This is an optimization exercise on Yosys and OpenROAD, whose aim is small area, not a production implementation. RTL that was checked went through simulation tests only; none was proved equivalent to the original. Power figures rest on the tool's default switching activity, not on a simulated workload.

## main
Design dma_csr, start of the top module:
module dma_csr (
    input  logic        clk,
    input  logic        rst_n,
    input  logic        psel,
    input  logic        penable,
    input  logic        pwrite,
    input  logic [31:0] paddr,
    input  logic [31:0] pwdata,
    output logic [31:0] prdata,
    output logic        pready,
    output logic        pslverr,
    input  logic        mwr_done_i,
    input  logic [20:0] cpld_data_size_i,
    output logic [31:0] wr_addr_o,
    output logic [15:0] wr_len_o,
    output logic [2:0]  wr_tc_o,
    output logic        wr_64b_o,
    output logic [7:0]  wr_up_addr_o,
    output logic [31:0] wr_count_o,
    output logic        wr_start_o,
    output logic        wr_int_dis_o,
    output logic [31:0] rd_addr_o,
    output logic [15:0] rd_len_o,
    output logic [2:0]  rd_tc_o,
    output logic        rd_64b_o,
    output logic [7:0]  rd_up_addr_o,
    output logic [31:0] rd_count_o,
    output logic        rd_start_o,
    output logic        rd_int_dis_o,
    output logic        init_rst_o,
    output logic        mrd_done_o
);
For scale: ~1300 cells after synthesis, ~310 flip-flops, roughly 320 I/O pins, roughly 16000 µm² of cells after synthesis.
==> module dma_csr, before the edit <==
module dma_csr (
    input  logic        clk,
    input  logic        rst_n,
    input  logic        psel,
    input  logic        penable,
    input  logic        pwrite,
    input  logic [31:0] paddr,
    input  logic [31:0] pwdata,
    output logic [31:0] prdata,
    output logic        pready,
    output logic        pslverr,
    input  logic        mwr_done_i,
    input  logic [20:0] cpld_data_size_i,
    output logic [31:0] wr_addr_o,
    output logic [15:0] wr_len_o,
    output logic [2:0]  wr_tc_o,
    output logic        wr_64b_o,
    output logic [7:0]  wr_up_addr_o,
    output logic [31:0] wr_count_o,
    output logic        wr_start_o,
    output logic        wr_int_dis_o,
    output logic [31:0] rd_addr_o,
    output logic [15:0] rd_len_o,
    output logic [2:0]  rd_tc_o,
    output logic        rd_64b_o,
    output logic [7:0]  rd_up_addr_o,
    output logic [31:0] rd_count_o,
    output logic        rd_start_o,
    output logic        rd_int_dis_o,
    output logic        init_rst_o,
    output logic        mrd_done_o
);
    logic       pready_q;
    logic [3:0] idx_q;           
    logic       commit;          
    logic [15:0] we;
    always_ff @(posedge clk) begin
        pready_q <= rst_n & psel & penable & ~pready_q;
        idx_q    <= paddr[5:2];
    end
    assign pready  = pready_q;
    assign pslverr = pready_q & idx_q[3] & (idx_q[2] | (idx_q[1] & idx_q[0]));
    assign commit  = pready_q & pwrite;
    always_comb begin
        we = '0;
        we[idx_q] = commit;
    end
    logic init_rst_q;
    logic clr;                   
    assign clr = ~rst_n | init_rst_q;
    logic [31:0] wdata_g;
    logic [15:0] ld;
    logic zfirst_q;
    always_ff @(posedge clk)
        zfirst_q <= rst_n & we[0] & pwdata[0] & ~init_rst_q;
    assign wdata_g = pwdata & {32{rst_n & ~zfirst_q}};
    assign ld      = we | {16{~rst_n}};
    always_ff @(posedge clk) begin
        if (ld[0]) init_rst_q <= wdata_g[0];
        if (ld[1]) begin
            wr_int_dis_o <= wdata_g[7];
            rd_int_dis_o <= wdata_g[23];
        end
        if (ld[2]) wr_addr_o <= wdata_g;
        if (ld[3]) begin
            wr_len_o     <= wdata_g[15:0];
            wr_tc_o      <= wdata_g[18:16];
            wr_64b_o     <= wdata_g[19];
            wr_up_addr_o <= wdata_g[31:24];
        end
        if (ld[4]) wr_count_o <= wdata_g;
        if (ld[5]) rd_addr_o <= wdata_g;
        if (ld[6]) begin
            rd_len_o     <= wdata_g[15:0];
            rd_tc_o      <= wdata_g[18:16];
            rd_64b_o     <= wdata_g[19];
            rd_up_addr_o <= wdata_g[31:24];
        end
        if (ld[7]) rd_count_o <= wdata_g;
    end
    always_ff @(posedge clk) begin
        if (clr) begin
            wr_start_o <= 1'b0;
            rd_start_o <= 1'b0;
        end else if (we[1]) begin
            wr_start_o <= pwdata[0];
            rd_start_o <= pwdata[16];
        end
    end
    assign init_rst_o = init_rst_q;
    logic [31:0] wcyc_q, rcyc_q;
    logic        winc_q, rinc_q;
    logic        rd_done_q;
    logic        wsel, rsel;
    assign wsel = (we[8] & ~init_rst_q) | ~rst_n | zfirst_q;
    assign rsel = (we[9] & ~init_rst_q) | ~rst_n | zfirst_q;
    always_ff @(posedge clk) begin
        winc_q <= ~clr & ~we[8] & wr_start_o & ~mwr_done_i;
        rinc_q <= ~clr & ~we[9] & rd_start_o & ~rd_done_q;
        if (wsel) wcyc_q <= wdata_g;
        else      wcyc_q <= wcyc_q + {31'd0, winc_q};
        if (rsel) rcyc_q <= wdata_g;
        else      rcyc_q <= rcyc_q + {31'd0, rinc_q};
    end
    logic        eq_q, m_q;
    logic [20:0] obs_q;           
    logic        mac_w;           
    logic [20:0] mul_s;
    logic [20:0] prod_q;
    logic        s1, s2;          
    logic        s2_q;
    logic        prod_ld;
    logic        rst_prev_q;      
    always_ff @(posedge clk)
        s2_q <= rst_n & psel & ~penable;
    assign s1    = ~s2_q & ~pready_q;
    assign s2    = s2_q;
    dma_csr_mac u_mac (
        .len_i   (rd_len_o),
        .count_i (rd_count_o[20:0]),
        .wdata_i (pwdata[20:0]),
        .swap_i  (paddr[2]),
        .s1_i    (s1),
        .s2_i    (s2),
        .acc_i   (obs_q[15:0]),
        .sum_o   (mul_s)
    );
    assign mac_w = pwrite & (paddr[5:3] == 3'b011);
    assign prod_ld = (commit & (idx_q[3:1] == 3'b011)) | rst_prev_q;
    always_ff @(posedge clk) begin
        if (prod_ld) prod_q <= mul_s;
        rst_prev_q <= ~rst_n;
    end
    always_ff @(posedge clk) begin
        eq_q <= clr | (prod_q == cpld_data_size_i);
        m_q  <= ~clr & eq_q;
        if (clr)                     rd_done_q <= 1'b0;
        else if (rd_start_o && m_q)  rd_done_q <= 1'b1;
        if (!penable || mac_w) obs_q[15:0] <= mac_w ? mul_s[15:0] : cpld_data_size_i[15:0];
        if (!penable) obs_q[20:16] <= cpld_data_size_i[20:16];
    end
    assign mrd_done_o = rd_done_q;
    logic mwr_done_s, rd_done_s;
    always_ff @(posedge clk) begin
        mwr_done_s <= mwr_done_i;
        rd_done_s  <= rd_done_q;
    end
    logic [15:0] rdsel;
    logic        rdsel_w, rdsel_r, rdsel_o;
    always_comb begin
        rdsel = '0;
        rdsel[idx_q] = 1'b1;
    end
    assign rdsel_w = rdsel[8] | rdsel[12];
    assign rdsel_r = rdsel[9] | rdsel[13];
    assign rdsel_o = (rdsel[10] | rdsel[11] | rdsel[14] | rdsel[15]) & ~init_rst_q;
    assign prdata =
          ({32{rdsel[0]}} & {8'h14, 4'h0, 4'h2, 8'h16, 7'h0, init_rst_q})
        | ({32{rdsel[1]}} & {7'h0, rd_done_s, rd_int_dis_o, 6'h0, rd_start_o,
                            7'h0, mwr_done_s, wr_int_dis_o, 6'h0, wr_start_o})
        | ({32{rdsel[2]}} & wr_addr_o)
        | ({32{rdsel[3]}} & {wr_up_addr_o, 4'h0, wr_64b_o, wr_tc_o, wr_len_o})
        | ({32{rdsel[4]}} & wr_count_o)
        | ({32{rdsel[5]}} & rd_addr_o)
        | ({32{rdsel[6]}} & {rd_up_addr_o, 4'h0, rd_64b_o, rd_tc_o, rd_len_o})
        | ({32{rdsel[7]}} & rd_count_o)
        | ({32{rdsel_w}}  & wcyc_q)
        | ({32{rdsel_r}}  & rcyc_q)
        | ({32{rdsel_o}}  & {11'h0, obs_q});
endmodule
Settings: LEC_CHECK=0, CAP_MARGIN=0, CORE_MARGIN=2, CORE_UTILIZATION=65, CTS_BUF_LIST=sky130_fd_sc_hd__clkbuf_16, CTS_CLUSTER_DIAMETER=90, CTS_CLUSTER_SIZE=28, GPL_TIMING_DRIVEN=0, SLEW_MARGIN=0; clock period 6.5 ns.
standard.sh (not shown) runs the stock make flow with config.mk's settings and CLKGATE_MAP_FILE= SYNTH_SCRIPT=/design/flow/synth_recipe.tcl, a recipe that flattens the netlist after the stock synthesis.
==> flow/flow/run.sh <==
#!/bin/bash
# The standard ORFS layout (standard.sh) with these changes:
#  * synthesis keeps the multiply-step module dma_csr_mac apart until
#    technology mapping, maps it with ORFS's own (speed) ABC script and the
#    rest of the design with an area-oriented one (flow/abc_area.script,
#    no delay target); flow/synth.tcl is synth_recipe.tcl with that abc
#    call wrapped, and flattens and renames as synth_recipe.tcl does;
#  * the port buffers use the smallest buffer cell.
set -euo pipefail
here=$(pwd)
export MY_ABC_SCRIPT=$here/flow/abc_area.script
export MY_ABC_NOD=1
export MY_ABC_SPEED_MODULES=dma_csr_mac
export SYNTH_KEEP_MODULES=dma_csr_mac
export BUFFER_PORTS_ARGS="-buffer_cell sky130_fd_sc_hd__buf_1"
sed "s#SYNTH_SCRIPT=[^ ]*#SYNTH_SCRIPT=$here/flow/synth.tcl#" standard.sh > own_standard.sh
bash own_standard.sh > standard_flow.log 2>&1
==> flow/flow/abc_area.script <==
strash; dc2; balance; rewrite; refactor; balance; rewrite; rewrite -z; balance; refactor -z; rewrite -z; balance; &get -n; &dch -f; &nf; &put
==> flow/flow/synth.tcl <==
proc synth {args} { yosys synth -nofsm -noshare {*}$args }
if {[info exists ::env(MY_ABC_SCRIPT)]} {
  proc abc {args} {
    set orig $args
    set i [lsearch -exact $args -script]
    if {$i >= 0} { set args [lreplace $args $i [expr {$i+1}] -script $::env(MY_ABC_SCRIPT)] }
    if {[info exists ::env(MY_ABC_NOD)]} {
      set j [lsearch -exact $args -D]
      if {$j >= 0} { set args [lreplace $args $j [expr {$j+1}]] }
    }
    if {[info exists ::env(MY_ABC_SPEED_MODULES)]} {
      puts "MY_ABC speed: $orig $::env(MY_ABC_SPEED_MODULES)"
      yosys abc {*}$orig {*}$::env(MY_ABC_SPEED_MODULES)
      puts "MY_ABC area: $args $::env(DESIGN_NAME)"
      yosys abc {*}$args $::env(DESIGN_NAME)
    } else {
      puts "MY_ABC: $args"
      yosys abc {*}$args
    }
  }
}
source $::env(SCRIPTS_DIR)/synth.tcl
# left out here: clear keep_hierarchy, flatten, clean up, hide names made inside functions, write 1_2_yosys.v
main: PASS, flow complete, no timing, DRC or antenna violations
Input changes introduced in the feature branch (baseline for comparison: main):
-- flow/design.v --
<<< main, line 187
    logic        eq_q, m_q;
    logic [20:0] obs_q;           
    logic        mac_w;           
    logic [20:0] mul_s;
    logic [20:0] prod_q;
    logic        s1, s2;          
>>> the feature branch, line 187
    logic        eq_q, m_q;
    logic [20:0] obs_q;           
    logic [20:0] mul_s;
    logic [15:0] acc_q;
    logic [20:0] prod_q;
    logic        s1, s2;          
<<< main, line 205
        .s1_i    (s1),
        .s2_i    (s2),
        .acc_i   (obs_q[15:0]),
        .sum_o   (mul_s)
    );
    assign mac_w = pwrite & (paddr[5:3] == 3'b011);
    assign prod_ld = (commit & (idx_q[3:1] == 3'b011)) | rst_prev_q;
    always_ff @(posedge clk) begin
        if (prod_ld) prod_q <= mul_s;
        rst_prev_q <= ~rst_n;
>>> the feature branch, line 205
        .s1_i    (s1),
        .s2_i    (s2),
        .acc_i   (acc_q),
        .sum_o   (mul_s)
    );
    assign prod_ld = (commit & (idx_q[3:1] == 3'b011)) | rst_prev_q;
    always_ff @(posedge clk) begin
        acc_q <= mul_s[15:0];
        if (prod_ld) prod_q <= mul_s;
        rst_prev_q <= ~rst_n;
<<< main, line 219
        if (clr)                     rd_done_q <= 1'b0;
        else if (rd_start_o && m_q)  rd_done_q <= 1'b1;
        if (!penable || mac_w) obs_q[15:0] <= mac_w ? mul_s[15:0] : cpld_data_size_i[15:0];
        if (!penable) obs_q[20:16] <= cpld_data_size_i[20:16];
    end
    assign mrd_done_o = rd_done_q;
>>> the feature branch, line 219
        if (clr)                     rd_done_q <= 1'b0;
        else if (rd_start_o && m_q)  rd_done_q <= 1'b1;
        if (!penable) obs_q <= cpld_data_size_i;
    end
    assign mrd_done_o = rd_done_q;
--- outcome ---
- main was carried through to the last stage, and its layout satisfied the timing, DRC and antenna checks.
- Both conditions hold for the feature branch: the flow ran to the end and the final layout passed the timing, DRC and antenna checks.
- Ratio of final minimum period to clock period: the feature branch > main
- Portion of total power attributed to the clock network: lower on the feature branch
- Against main as the reference, the feature branch delivers a higher global-route wire length before repair.
- Looking at layout buffering overhead excluding clock cells, the feature branch sits 0.16 points higher than main does.
- Compared with main, the detailed router inserted more vias in the feature branch.
- On final cell count, main and the feature branch are neck and neck.
- Against main, the feature branch reports a sequential share of layout area that is higher.
- Lower slew at the pin closest to its max-slew limit among main and the feature branch: main
- The feature branch vs main: area fraction in compound gates after synthesis down in the feature branch
The RTL of main was laid out without a check of its function.


The RTL this note starts from:
==> flow/design.v <==
`timescale 1ns/1ps
package dma_csr_pkg;
    typedef logic [31:0] csr_word_t;
    typedef logic [3:0]  csr_index_t;
    typedef logic [15:0] dw_len_t;       
    typedef logic [2:0]  tlp_tc_t;
    typedef logic [20:0] cpld_size_t;    
    typedef struct packed {
        logic      psel;
        logic      penable;
        logic      pwrite;
        csr_word_t paddr;
        csr_word_t pwdata;
    } apb_req_t;
    typedef struct packed {
        csr_word_t prdata;
        logic      pready;
        logic      pslverr;
    } apb_rsp_t;
    typedef struct packed {
        logic       valid;
        logic       write;
        csr_index_t index;
        csr_word_t  wdata;
    } csr_access_t;
    typedef struct packed {
        csr_word_t  addr;
        dw_len_t    len;
        tlp_tc_t    tc;
        logic       en_64b;
        logic [7:0] up_addr;
        csr_word_t  count;      
        logic       start;
        logic       int_dis;
    } dma_desc_t;
    typedef struct packed {
        dma_desc_t wr;
        dma_desc_t rd;
    } dma_ctrl_t;
    typedef struct packed {
        csr_word_t  wr_cycles;
        csr_word_t  rd_cycles;
        cpld_size_t cpld_size;
        logic       rd_done;
    } perf_status_t;
endpackage
`timescale 1ns/1ps
module dma_csr_mac (
    input  logic [15:0] len_i,
    input  logic [20:0] count_i,
    input  logic [20:0] wdata_i,
    input  logic        swap_i,      
    input  logic        s1_i,        
    input  logic        s2_i,        
    input  logic [15:0] acc_i,
    output logic [20:0] sum_o
);
    logic [15:0] mul_l;           
    logic [20:0] mul_c;           
    logic [4:0]  mul_k;           
    logic [20:0] mul_a;           
    logic [21:0] row0, row1, row2;
    function automatic [21:0] booth_row(input [2:0] b, input [20:0] c);
        logic       one, two, neg;
        logic [20:0] m;
        one = b[0] ^ b[1];
        two = (b[2] & ~b[1] & ~b[0]) | (~b[2] & b[1] & b[0]);
        neg = b[2] & ~(b[1] & b[0]);
        m   = ({21{one}} & c) | ({21{two}} & {c[19:0], 1'b0});
        booth_row = {neg, m ^ {21{neg}}};
    endfunction
    assign mul_l = swap_i ? len_i : wdata_i[15:0];
    assign mul_c = swap_i ? wdata_i : count_i;
    assign mul_k = s1_i ? mul_l[14:10] : s2_i ? mul_l[9:5] : mul_l[4:0];
    assign mul_a = {(s1_i ? (mul_c[15:0] & {16{mul_l[15]}}) : acc_i), 5'd0};
    assign row0  = booth_row({mul_k[1:0], 1'b0}, mul_c);
    assign row1  = booth_row(mul_k[3:1], mul_c);
    assign row2  = booth_row({1'b0, mul_k[4:3]}, mul_c);
    assign sum_o = mul_a + row0[20:0] + {row1[18:0], 2'b0} + {row2[16:0], 4'b0}
                 + {19'd0, row0[21]} + {17'd0, row1[21], 2'b0};
endmodule
`timescale 1ns/1ps
module dma_csr (
    input  logic        clk,
    input  logic        rst_n,
    input  logic        psel,
    input  logic        penable,
    input  logic        pwrite,
    input  logic [31:0] paddr,
    input  logic [31:0] pwdata,
    output logic [31:0] prdata,
    output logic        pready,
    output logic        pslverr,
    input  logic        mwr_done_i,
    input  logic [20:0] cpld_data_size_i,
    output logic [31:0] wr_addr_o,
    output logic [15:0] wr_len_o,
    output logic [2:0]  wr_tc_o,
    output logic        wr_64b_o,
    output logic [7:0]  wr_up_addr_o,
    output logic [31:0] wr_count_o,
    output logic        wr_start_o,
    output logic        wr_int_dis_o,
    output logic [31:0] rd_addr_o,
    output logic [15:0] rd_len_o,
    output logic [2:0]  rd_tc_o,
    output logic        rd_64b_o,
    output logic [7:0]  rd_up_addr_o,
    output logic [31:0] rd_count_o,
    output logic        rd_start_o,
    output logic        rd_int_dis_o,
    output logic        init_rst_o,
    output logic        mrd_done_o
);
    logic       pready_q;
    logic [3:0] idx_q;           
    logic       commit;          
    logic [15:0] we;
    always_ff @(posedge clk) begin
        pready_q <= rst_n & psel & penable & ~pready_q;
        idx_q    <= paddr[5:2];
    end
    assign pready  = pready_q;
    assign pslverr = pready_q & idx_q[3] & (idx_q[2] | (idx_q[1] & idx_q[0]));
    assign commit  = pready_q & pwrite;
    always_comb begin
        we = '0;
        we[idx_q] = commit;
    end
    logic init_rst_q;
    logic clr;                   
    assign clr = ~rst_n | init_rst_q;
    logic [31:0] wdata_g;
    logic [15:0] ld;
    logic zfirst_q;
    always_ff @(posedge clk)
        zfirst_q <= rst_n & we[0] & pwdata[0] & ~init_rst_q;
    assign wdata_g = pwdata & {32{rst_n & ~zfirst_q}};
    assign ld      = we | {16{~rst_n}};
    always_ff @(posedge clk) begin
        if (ld[0]) init_rst_q <= wdata_g[0];
        if (ld[1]) begin
            wr_int_dis_o <= wdata_g[7];
            rd_int_dis_o <= wdata_g[23];
        end
        if (ld[2]) wr_addr_o <= wdata_g;
        if (ld[3]) begin
            wr_len_o     <= wdata_g[15:0];
            wr_tc_o      <= wdata_g[18:16];
            wr_64b_o     <= wdata_g[19];
            wr_up_addr_o <= wdata_g[31:24];
        end
        if (ld[4]) wr_count_o <= wdata_g;
        if (ld[5]) rd_addr_o <= wdata_g;
        if (ld[6]) begin
            rd_len_o     <= wdata_g[15:0];
            rd_tc_o      <= wdata_g[18:16];
            rd_64b_o     <= wdata_g[19];
            rd_up_addr_o <= wdata_g[31:24];
        end
        if (ld[7]) rd_count_o <= wdata_g;
    end
    always_ff @(posedge clk) begin
        if (clr) begin
            wr_start_o <= 1'b0;
            rd_start_o <= 1'b0;
        end else if (we[1]) begin
            wr_start_o <= pwdata[0];
            rd_start_o <= pwdata[16];
        end
    end
    assign init_rst_o = init_rst_q;
    logic [31:0] wcyc_q, rcyc_q;
    logic        winc_q, rinc_q;
    logic        rd_done_q;
    logic        wsel, rsel;
    assign wsel = (we[8] & ~init_rst_q) | ~rst_n | zfirst_q;
    assign rsel = (we[9] & ~init_rst_q) | ~rst_n | zfirst_q;
    always_ff @(posedge clk) begin
        winc_q <= ~clr & ~we[8] & wr_start_o & ~mwr_done_i;
        rinc_q <= ~clr & ~we[9] & rd_start_o & ~rd_done_q;
        if (wsel) wcyc_q <= wdata_g;
        else      wcyc_q <= wcyc_q + {31'd0, winc_q};
        if (rsel) rcyc_q <= wdata_g;
        else      rcyc_q <= rcyc_q + {31'd0, rinc_q};
    end
    logic        eq_q, m_q;
    logic [20:0] obs_q;           
    logic [20:0] mul_s;
    logic [15:0] acc_q;
    logic [20:0] prod_q;
    logic        s1, s2;          
    logic        s2_q;
    logic        prod_ld;
    logic        prod_zero_q;     
    always_ff @(posedge clk)
        s2_q <= rst_n & psel & ~penable;
    assign s1    = ~s2_q & ~pready_q;
    assign s2    = s2_q;
    dma_csr_mac u_mac (
        .len_i   (rd_len_o),
        .count_i (rd_count_o[20:0]),
        .wdata_i (pwdata[20:0]),
        .swap_i  (paddr[2]),
        .s1_i    (s1),
        .s2_i    (s2),
        .acc_i   (acc_q),
        .sum_o   (mul_s)
    );
    assign prod_ld = commit & (idx_q[3:1] == 3'b011);
    always_ff @(posedge clk) begin
        acc_q <= mul_s[15:0];
        if (prod_ld) prod_q <= mul_s;
        prod_zero_q <= ~rst_n | (prod_zero_q & ~prod_ld);
    end
    always_ff @(posedge clk) begin
        eq_q <= clr | ((prod_q & {21{~prod_zero_q}}) == cpld_data_size_i);
        m_q  <= ~clr & eq_q;
        if (clr)                     rd_done_q <= 1'b0;
        else if (rd_start_o && m_q)  rd_done_q <= 1'b1;
        if (!penable) obs_q <= init_rst_q ? 21'd0 : cpld_data_size_i;
    end
    assign mrd_done_o = rd_done_q;
    logic mwr_done_s, rd_done_s;
    always_ff @(posedge clk) begin
        mwr_done_s <= mwr_done_i;
        rd_done_s  <= rd_done_q;
    end
    always_comb begin
        if (idx_q[3]) begin
            if (idx_q[1])      prdata = {11'h0, obs_q};
            else if (idx_q[0]) prdata = rcyc_q;
            else               prdata = wcyc_q;
        end else begin
            case (idx_q[2:0])
                3'd0: prdata = {8'h14, 4'h0, 4'h2, 8'h16, 7'h0, init_rst_q};
                3'd1: prdata = {7'h0, rd_done_s, rd_int_dis_o, 6'h0, rd_start_o,
                                7'h0, mwr_done_s, wr_int_dis_o, 6'h0, wr_start_o};
                3'd2: prdata = wr_addr_o;
                3'd3: prdata = {wr_up_addr_o, 4'h0, wr_64b_o, wr_tc_o, wr_len_o};
                3'd4: prdata = wr_count_o;
                3'd5: prdata = rd_addr_o;
                3'd6: prdata = {rd_up_addr_o, 4'h0, rd_64b_o, rd_tc_o, rd_len_o};
                3'd7: prdata = rd_count_o;
            endcase
        end
    end
endmodule
clock: 6.5 ns
lec_check: 0
cap_margin: 0
core_margin: 2
core_utilization: 65
cts_buf_list: sky130_fd_sc_hd__clkbuf_16
cts_cluster_diameter: 90
cts_cluster_size: 28
gpl_timing_driven: 0
slew_margin: 0
Scripts as last shown in full above: flow/flow/run.sh, flow/flow/abc_area.script, flow/flow/synth.tcl
==> next run, changes <==
--- a/flow/design.v
+++ b/flow/design.v
@@ -225,24 +225,27 @@
     always_ff @(posedge clk) begin
         mwr_done_s <= mwr_done_i;
         rd_done_s  <= rd_done_q;
     end
+    logic [15:0] rdsel;
+    logic        rdsel_w, rdsel_r, rdsel_o;
     always_comb begin
-        if (idx_q[3]) begin
-            if (idx_q[1])      prdata = {11'h0, obs_q};
-            else if (idx_q[0]) prdata = rcyc_q;
-            else               prdata = wcyc_q;
-        end else begin
-            case (idx_q[2:0])
-                3'd0: prdata = {8'h14, 4'h0, 4'h2, 8'h16, 7'h0, init_rst_q};
-                3'd1: prdata = {7'h0, rd_done_s, rd_int_dis_o, 6'h0, rd_start_o,
-                                7'h0, mwr_done_s, wr_int_dis_o, 6'h0, wr_start_o};
-                3'd2: prdata = wr_addr_o;
-                3'd3: prdata = {wr_up_addr_o, 4'h0, wr_64b_o, wr_tc_o, wr_len_o};
-                3'd4: prdata = wr_count_o;
-                3'd5: prdata = rd_addr_o;
-                3'd6: prdata = {rd_up_addr_o, 4'h0, rd_64b_o, rd_tc_o, rd_len_o};
-                3'd7: prdata = rd_count_o;
-            endcase
-        end
-    end
+        rdsel = '0;
+        rdsel[idx_q] = 1'b1;
+    end
+    assign rdsel_w = rdsel[8] | rdsel[12];
+    assign rdsel_r = rdsel[9] | rdsel[13];
+    assign rdsel_o = rdsel[10] | rdsel[11] | rdsel[14] | rdsel[15];
+    assign prdata =
+          ({32{rdsel[0]}} & {8'h14, 4'h0, 4'h2, 8'h16, 7'h0, init_rst_q})
+        | ({32{rdsel[1]}} & {7'h0, rd_done_s, rd_int_dis_o, 6'h0, rd_start_o,
+                            7'h0, mwr_done_s, wr_int_dis_o, 6'h0, wr_start_o})
+        | ({32{rdsel[2]}} & wr_addr_o)
+        | ({32{rdsel[3]}} & {wr_up_addr_o, 4'h0, wr_64b_o, wr_tc_o, wr_len_o})
+        | ({32{rdsel[4]}} & wr_count_o)
+        | ({32{rdsel[5]}} & rd_addr_o)
+        | ({32{rdsel[6]}} & {rd_up_addr_o, 4'h0, rd_64b_o, rd_tc_o, rd_len_o})
+        | ({32{rdsel[7]}} & rd_count_o)
+        | ({32{rdsel_w}}  & wcyc_q)
+        | ({32{rdsel_r}}  & rcyc_q)
+        | ({32{rdsel_o}}  & {11'h0, obs_q});
 endmodule
After rerunning: Die area came out lower by 1.3%; wire length hardly moves; setup slack gets worse by 0.035 ns; via count came out lower by 1.6%; cell area came out lower by 1.7%; total power came out lower by 3.4%; area after synthesis came out lower by 1.3%; sequential share of layout area came out higher by 0.78 points; global-route usage came out higher by 0.87 points.
For the second run of this note, only the layout was checked, not whether the RTL still works.

==> static timing again, ports no longer ideal <==
The flow's constraints put no driver on any port. The routed layouts listed below were extracted and timed again, unchanged, in two steps. Step 1: set_driving_cell puts a clkbuf_16 on clk and a buf_2 on each other input, an assumption about the parent block. Step 2 also shifts input and output timing later by t, the mid clock arrival at the registers, as if the neighbouring blocks saw the same clock. Three values: ideal ports, drivers, drivers and shift; two values: the first two.
run | t, ns | slack for setup (ns) | clock arrival spread, ns | worst data-port slew with drivers (ns)
main | 0.556 | 0.205 / 0.224 / -0.332 | 0.032 / 0.032 | 0.08
the feature branch | 0.565 | 0.181 / 0.206 / -0.359 | 0.032 / 0.032 | 0.07
the first run of note 2 | 0.558 | 0.174 / 0.198 / -0.360 | 0.039 / 0.039 | 0.09
the second run of note 2 | 0.559 | 0.139 / 0.165 / -0.394 | 0.016 / 0.017 | 0.07
With both steps, setup timing fails in every run listed, where it was met with ideal ports. The setup slack of the feature branch, which loses most, moves by +0.025 ns with the drivers and by -0.540 ns with both steps.
